Context: an optimization exercise on an open-source flow, tuned for small area, a short achievable clock period and few clock cycles. The choices shown serve that exercise and are no tape-out recipe.
Function was checked by simulation only, so behaviour that the tests miss may differ from the original.
Power and IR drop assume default switching activity.

==> inputs of job 8455 <==
Design greedy_label_box_placer, start of the top module:
module greedy_label_box_placer #(
    parameter int MAX_BOXES = 64
) (
    input  logic        clk,
    input  logic        rst_n,
    input  logic        cfg_we,
    input  logic [1:0]  cfg_index,
    input  logic [14:0] cfg_data,
    input  logic        in_valid,
    output logic        in_ready,
    input  logic [48:0] in_beat,
    output logic        out_valid,
    input  logic        out_ready,
    output logic [83:0] out_beat
);
    localparam int CW = $clog2(MAX_BOXES + 1);
    localparam logic [CW-1:0] COUNT_MAX = CW'(MAX_BOXES);
    function automatic logic [15:0] sat16(input logic signed [17:0] v);
        if (v[17:15] == 3'b000 || v[17:15] == 3'b111)
        begin
            sat16 = v[15:0];
        end
        else
        begin
            sat16 = {v[17], {15{!v[17]}}};
        end
    endfunction
    function automatic logic sle(input logic [15:0] a, input logic [15:0] b);
        logic [15:0] au, bu, g0, l0;
        logic [7:0]  g1, l1;
        logic [3:0]  g2, l2;
        logic [1:0]  g3, l3;
        au = {!a[15], a[14:0]};
        bu = {!b[15], b[14:0]};
        g0 = au & ~bu;
        l0 = ~au & bu;
        for (int i = 0; i < 8; i++)
        begin
            g1[i] = g0[2*i+1] | (!l0[2*i+1] & g0[2*i]);
            l1[i] = l0[2*i+1] | (!g0[2*i+1] & l0[2*i]);
        end
  ...
clock: 8.0 ns
lec_check: 0
cap_margin: 20
cell_pad_in_sites_detail_placement: 1
cell_pad_in_sites_global_placement: 1
core_margin: 2
core_utilization: 40
place_density: 0.5
setup_slack_margin: 4.0
slew_margin: 20
run.sh (not shown) runs the stock make flow with config.mk's settings and CLKGATE_MAP_FILE= SYNTH_SCRIPT=/design/flow/synth_recipe.tcl, a recipe that flattens the netlist after the stock synthesis.
==> job 2746 (differences from job 8455) <==
--- a/flow/design.v
+++ b/flow/design.v
@@ -205,45 +205,34 @@
             c_ymax[1] <= n_yb1;
             c_tag     <= in_beat[16:1];
             c_sos     <= in_beat[0];
         end
     end
     logic [CW-1:0] cnt;
-    logic [CW-1:0] wcnt;
-    logic          pd_v;
-    logic [CW-1:0] pd_idx;
-    logic [15:0]   pd_xmin, pd_xmax, pd_ymin, pd_ymax;
     logic [MAX_BOXES-1:0][15:0] st_xmin;
     logic [MAX_BOXES-1:0][15:0] st_xmax;
     logic [MAX_BOXES-1:0][15:0] st_ymin;
     logic [MAX_BOXES-1:0][15:0] st_ymax;
-    localparam int GS = 1;
-    localparam int NE = MAX_BOXES + 1;
-    localparam int NG = (NE + GS - 1) / GS;
-    logic [NE-1:0][3:0] e_hit;
+    localparam int GS = 8;
+    localparam int NG = (MAX_BOXES + GS - 1) / GS;
+    logic [MAX_BOXES-1:0][3:0] e_hit;
     logic [NG-1:0][3:0] c_ghits;
     for (genvar i = 0; i < MAX_BOXES; i++)
     begin : g_cmp
         logic xr, xl, yt, yb, v;
-        assign v  = (wcnt > CW'(i));
+        assign v  = (cnt > CW'(i));
         assign xr = ovl(c_xmin[0], c_xmax[0], st_xmin[i], st_xmax[i]);
         assign xl = ovl(c_xmin[1], c_xmax[1], st_xmin[i], st_xmax[i]);
         assign yt = ovl(c_ymin[0], c_ymax[0], st_ymin[i], st_ymax[i]);
         assign yb = ovl(c_ymin[1], c_ymax[1], st_ymin[i], st_ymax[i]);
         assign e_hit[i] = {xl & yb, xr & yb, xl & yt, xr & yt} & {4{v}};
     end
-    logic pxr, pxl, pyt, pyb;
-    assign pxr = ovl(c_xmin[0], c_xmax[0], pd_xmin, pd_xmax);
-    assign pxl = ovl(c_xmin[1], c_xmax[1], pd_xmin, pd_xmax);
-    assign pyt = ovl(c_ymin[0], c_ymax[0], pd_ymin, pd_ymax);
-    assign pyb = ovl(c_ymin[1], c_ymax[1], pd_ymin, pd_ymax);
-    assign e_hit[MAX_BOXES] = {pxl & pyb, pxr & pyb, pxl & pyt, pxr & pyt} & {4{pd_v}};
     always_comb
     begin
         c_ghits = '0;
-        for (int i = 0; i < NE; i++)
+        for (int i = 0; i < MAX_BOXES; i++)
         begin
             c_ghits[i / GS] = c_ghits[i / GS] | e_hit[i];
         end
     end
     logic [1:0][15:0] b_xmin;
     logic [1:0][15:0] b_xmax;
@@ -358,47 +347,22 @@
         begin
             cnt         <= CW'(cnt_eff + CW'(placed));
             last_placed <= placed;
             last_pos    <= pos;
         end
     end
-    always_ff @(posedge clk or negedge rst_n)
-    begin
-        if (!rst_n)
-        begin
-            pd_v <= 1'b0;
-            wcnt <= '0;
-        end
-        else
-        begin
-            pd_v <= b_go && placed;
-            if (b_go && b_sos)
-            begin
-                wcnt <= '0;
-            end
-            else if (pd_v)
-            begin
-                wcnt <= CW'(pd_idx + CW'(1));
-            end
-        end
-    end
     always_ff @(posedge clk)
     begin
-        pd_idx  <= cnt_eff;
-        pd_xmin <= s_xmin;
-        pd_xmax <= s_xmax;
-        pd_ymin <= s_ymin;
-        pd_ymax <= s_ymax;
         for (int i = 0; i < MAX_BOXES; i++)
         begin
-            if (pd_v && (pd_idx == CW'(i)))
+            if (b_go && (cnt_eff == CW'(i)))
             begin
-                st_xmin[i] <= pd_xmin;
-                st_xmax[i] <= pd_xmax;
-                st_ymin[i] <= pd_ymin;
-                st_ymax[i] <= pd_ymax;
+                st_xmin[i] <= s_xmin;
+                st_xmax[i] <= s_xmax;
+                st_ymin[i] <= s_ymin;
+                st_ymax[i] <= s_ymax;
             end
         end
     end
     logic [83:0] out_reg;
     logic [83:0] skid_reg;
     always_ff @(posedge clk)
Settings changed: SETUP_SLACK_MARGIN 4.0 to unset.
==> comparison table <==
Status: job 2746 timing/DRC/antenna clean; job 8455 timing/DRC/antenna clean
Register area: job 2746 140000 um2; job 8455 149000 um2
Power density over the cells: job 2746 447 nW/um2; job 8455 426 nW/um2
Seq pwr: job 2746 36600 uW; job 8455 39800 uW
Synthesis-stage register bit count: job 2746 4688; job 8455 4995
Height of the die: job 2746 858 um; job 8455 866 um
HP Class: job 2746 primary input to asynchronous set/reset pin; job 8455 flop to flop
Metal2 WL: job 2746 684000 um; job 8455 707000 um
Starting density of the core: job 2746 40.1%; job 8455 40.1%
WP data arrival: job 2746 7.85 ns; job 8455 5.81 ns
Core footprint: job 2746 726000 um2; job 8455 740000 um2
Max Clock Freq: job 2746 0.146 GHz; job 8455 0.208 GHz
Clock distribution area overhead in the final layout: job 2746 5.68%; job 8455 5.32%
Sequential-to-total area share from yosys stat: job 2746 48.1%; job 8455 50.1%
Power in the clock group: job 2746 27400 uW; job 8455 28400 uW
Cells after DPL: job 2746 38100; job 8455 37500
Area grow syn2layout: job 2746 13.2%; job 8455 22.7%
Worst slew margin relative to its limit: job 2746 8.33%; job 8455 14.0%
Required time of the critical path: job 2746 9.02 ns; job 8455 9.01 ns
Testbench counts of job 8455, summed over its fixed seeds: cycles 5,701.
Testbench counts of job 2746, summed over its fixed seeds: cycles 5,701.

afterwards: timing with drivers on the ports:
Ports are ideal in the flow. The routed layouts listed here were re-timed in OpenROAD. Step 1 assumes that a clkbuf_16 drives the clock port and a buf_2 every other input. Step 2 moves the port delays by t, midway between the first and last clock arrival at a register: inputs arrive t later, outputs are due t later. That takes back most of the time a late clock gives input paths. Slacks: ideal ports / drivers / drivers and shift; pairs: ideal ports / drivers.
run	shift t [ns]	setup WS [ns]	hold WS [ns]	worst data-port slew with drivers (ns)	pins driven straight from the clock port
job 8455	1.366	3.196 / 3.196 / 2.887	0.418 / 0.306 / 0.418	0.13	1
job 2746	1.346	1.171 / 1.171 / 1.171	0.245 / 0.121 / 0.418	0.13	1
After both steps every run listed still meets setup and hold. For job 8455, which loses most, drivers alone change the setup slack by 0.000 ns; drivers and shift together by -0.309 ns.
